From an optimization exercise on the open Yosys and OpenROAD flow, aimed at small area and a short achievable clock period; shortcuts taken in it are not production practice. The RTL was checked by simulation tests, not by an equivalence proof against the original design. No activity file was given, so power comes from the tool's default toggle rates.

## ex_stage_top
module ex_stage_top (
    input  logic         clk,
    input  logic         rst,
    input  logic         stall_i,
    input  logic         flush_i,
    input  logic [250:0] id_to_ex_i,
    output logic [140:0] ex_to_mem_o,
    output logic [69:0]  bypass_o,
    output logic [64:0]  redirect_o,
    output logic [137:0] dmem_req_o,
    output logic         stall_load_o
);
clock: 9.0 ns
lec_check: 0
abc_area: 1
cap_margin: 20
core_margin: 2
core_utilization: 40
cts_cluster_diameter: 60
cts_cluster_size: 40
setup_slack_margin: 4.3
slew_margin: 20
synth_hierarchical: 1
standard.sh (not shown) runs the stock make flow with config.mk's settings and CLKGATE_MAP_FILE= SYNTH_SCRIPT=/design/flow/synth_recipe.tcl, a recipe that flattens the netlist after the stock synthesis.
==> flow/flow/run.sh <==
#!/bin/bash
set -euo pipefail
cd "$(dirname "$0")/.."
bash standard.sh "BUFFER_PORTS_ARGS=-buffer_cell sky130_fd_sc_hd__buf_1" finish > standard.log 2>&1
The baseline ran to the end with no violations.
Then changed:
--- a/flow/design.v
+++ b/flow/design.v
@@ -317,14 +317,15 @@
     logic [63:0] pp, gg;
     always_comb begin
         pp = ({64{sel_x}}  & xx)
            | ({64{sel_g}}  & gl)
            | ({64{op_sll}} & srev)
            | ({64{op_srl | op_sra}} & sr);
         gg = {64{arith}} & gl;
+        gg[0] = gg[0] | (pp[0] & inv);
     end
     logic        eq, blt_u, blt_s, cond, taken;
     logic [63:0] tbase, timm, target;
     ex_cmp #(.W(64)) br_cmp (.a_i (rs1), .b_i (rs2), .eq_o (eq), .lt_o (blt_u));
     assign blt_s = blt_u ^ rs1[63] ^ rs2[63];
     always_comb begin
         case (br_op)
@@ -386,16 +387,17 @@
     logic [63:0] pc_q, pp_q, gg_q, target_q, wdata_q, res_q;
     logic        cin_q, slt_q, sltu_q, word_q, taken_q;
     assign {valid_q, mem_en_q, mem_we_q, mem_size_q, load_unsigned_q, rf_we_q, rf_waddr_q,
             sel_rf_res_q, pc_q, pp_q, gg_q, cin_q, slt_q, sltu_q, word_q, taken_q,
             target_q, wdata_q} = q;
     logic [63:0] cy, sum, raw;
     logic        c64, lt, ltu, ltbit;
-    ex_prefix #(.W(64), .KIND(0)) add_pfx (
-        .g_i (gg_q), .p_i (pp_q), .c_i (cin_q), .c_o (cy), .co_o (c64));
+    ex_prefix #(.W(63), .KIND(0)) add_pfx (
+        .g_i (gg_q[63:1]), .p_i (pp_q[63:1]), .c_i (gg_q[0]), .c_o (cy[63:1]), .co_o (c64));
+    assign cy[0] = cin_q;
     assign sum   = pp_q ^ cy;
     assign ltu   = word_q ? ~cy[32] : ~c64;
     assign lt    = word_q ? (pp_q[31] ? sum[31] : gg_q[31])
                           : (pp_q[63] ? sum[63] : gg_q[63]);
     assign ltbit = (slt_q & lt) | (sltu_q & ltu);
     assign raw   = {sum[63:1] & {63{~(slt_q | sltu_q)}}, (sum[0] & ~(slt_q | sltu_q)) | ltbit};
     assign res_q = {word_q ? {32{raw[31]}} : raw[63:32], raw[31:0]};
Effect: The new run ran to the end with no violations. Power goes down by 5.8%. Setup slack got worse by 0.0098 ns. Utilization goes down by 0.51 points. Worst hold slack improved by 0.0032 ns. Wire length goes up by 2.5%. Sequential power barely changes. Die area goes up by 0.70%. Clock power goes down by 17%. Clock skew stays the same. Final area stays flat.

--- another note on this design; it stands on its own ---

Design ex_stage_top, start of the top module:
module ex_stage_top (
    input  logic         clk,
    input  logic         rst,
    input  logic         stall_i,
    input  logic         flush_i,
    input  logic [250:0] id_to_ex_i,
    output logic [140:0] ex_to_mem_o,
    output logic [69:0]  bypass_o,
    output logic [64:0]  redirect_o,
    output logic [137:0] dmem_req_o,
    output logic         stall_load_o
);
clock: 9.0 ns
lec_check: 0
abc_area: 1
cap_margin: 20
core_margin: 2
core_utilization: 50
cts_cluster_diameter: 60
cts_cluster_size: 40
setup_slack_margin: 4.55
slew_margin: 20
synth_hierarchical: 1
standard.sh (not shown) runs the stock make flow with config.mk's settings and CLKGATE_MAP_FILE= SYNTH_SCRIPT=/design/flow/synth_recipe.tcl, a recipe that flattens the netlist after the stock synthesis.
==> flow/flow/run.sh <==
#!/bin/bash
set -euo pipefail
cd "$(dirname "$0")/.."
bash standard.sh "BUFFER_PORTS_ARGS=-buffer_cell sky130_fd_sc_hd__buf_1" finish > standard.log 2>&1
Change:
--- a/flow/config.mk
+++ b/flow/config.mk
@@ -11 +11 @@
-export CORE_UTILIZATION = 50
+export CORE_UTILIZATION = 40
- global-route usage went down by 7.2 points
- non-clock buffer count went up by 13
- routed wire length rises by 3.0%
- worst setup slack improves by 23 ps
- via count fell by 1.4%
- hold slack barely changes
Change:
--- a/flow/config.mk
+++ b/flow/config.mk
@@ -11 +11 @@
-export CORE_UTILIZATION = 40
+export CORE_UTILIZATION = 55
@@ -14 +14 @@
-export SETUP_SLACK_MARGIN = 4.55
+export SETUP_SLACK_MARGIN = 4.5
What happened:
- final area decreases by 3.2%
- via count increases by 2.2%
- sequential share of layout area increases by 0.54 points
- clock power decreases by 19%
- global-route usage increases by 10 points
- die area decreases by 27%
- total power decreases by 7.6%
- setup slack got worse by 100 ps

Starting RTL as in the previous note.
Design ex_stage_top, start of the top module:
module ex_stage_top (
    input  logic         clk,
    input  logic         rst,
    input  logic         stall_i,
    input  logic         flush_i,
    input  logic [250:0] id_to_ex_i,
    output logic [140:0] ex_to_mem_o,
    output logic [69:0]  bypass_o,
    output logic [64:0]  redirect_o,
    output logic [137:0] dmem_req_o,
    output logic         stall_load_o
);
    logic        valid;
    logic [3:0]  alu_op;
    logic        word;
    logic [1:0]  src1_sel;
    logic [2:0]  src2_sel;
    logic [3:0]  br_op;
    logic        mem_en, mem_we, load_unsigned, rf_we, sel_rf_res;
    logic [1:0]  mem_size;
    logic [4:0]  rf_waddr;
    logic [63:0] pc, rs1, rs2;
    logic [31:0] inst;
    assign valid         = id_to_ex_i[250];
    assign alu_op        = id_to_ex_i[249:246];
    assign word          = id_to_ex_i[245];
    assign src1_sel      = id_to_ex_i[244:243];
    assign src2_sel      = id_to_ex_i[242:240];
    assign br_op         = id_to_ex_i[239:236];
    assign mem_en        = id_to_ex_i[235];
    assign mem_we        = id_to_ex_i[234];
    assign mem_size      = id_to_ex_i[233:232];
    assign load_unsigned = id_to_ex_i[231];
    assign rf_we         = id_to_ex_i[230];
    assign rf_waddr      = id_to_ex_i[229:225];
    assign sel_rf_res    = id_to_ex_i[224];
    assign pc            = id_to_ex_i[223:160];
    assign inst          = id_to_ex_i[159:128];
  ...
clock: 9.0 ns
lec_check: 0
abc_area: 1
cap_margin: 20
core_margin: 2
core_utilization: 40
cts_cluster_diameter: 60
cts_cluster_size: 40
setup_slack_margin: 4.45
slew_margin: 20
synth_hierarchical: 1
Scripts as last shown in full above: flow/flow/run.sh
The first run completed without violations.
Edit:
--- a/flow/config.mk
+++ b/flow/config.mk
@@ -12,5 +12,5 @@
 export CTS_CLUSTER_DIAMETER = 60
 export CTS_CLUSTER_SIZE = 40
-export SETUP_SLACK_MARGIN = 4.45
+export SETUP_SLACK_MARGIN = 4.3
 export SLEW_MARGIN = 20
 export SYNTH_HIERARCHICAL = 1
=> Final area drops slightly; power drops by a few percent; sequential share of layout area increases by 0.32 points; routed wire length drops slightly; via count went down slightly; fmax decreases by a few percent; hold slack is about the same; cell count falls slightly; die area stays the same.

==> afterwards: timing with drivers on the ports <==
The flow's constraints put no driver on any port. The routed layouts listed below were extracted and timed again, unchanged, in two steps.
Step 1, drivers: a clkbuf_16 drives clk and a buf_2 each remaining input, both assumed.
Step 2 also shifts input and output timing later by t, the mid clock arrival at the registers, as if the neighbouring blocks saw the same clock.
Three values: ideal, step 1, step 2; two values: the first two.
run	t (ns)	setup WS [ns]	latest minus earliest clock arrival (ns)	pins driven straight from the clock port
the first run of note 1	0.643	4.324 / 4.296 / 3.730	0.043 / 0.043	1
the second run of note 1	0.684	4.314 / 4.334 / 3.650	0.034 / 0.033	1
the first run of note 2	0.637	4.527 / 4.522 / 3.893	0.037 / 0.038	1
the second run of note 2	0.643	4.550 / 4.570 / 3.933	0.040 / 0.039	1
the third run of note 2	0.671	4.447 / 4.464 / 3.792	0.037 / 0.037	1
the first run of note 3	0.651	4.471 / 4.461 / 3.846	0.046 / 0.045	1
the second run of note 3	0.637	4.278 / 4.301 / 3.663	0.039 / 0.039	1
After both steps setup and hold are still met in every run listed. For the second run of note 1, which loses most, drivers alone change the setup slack by +0.020 ns; drivers and shift together by -0.664 ns.
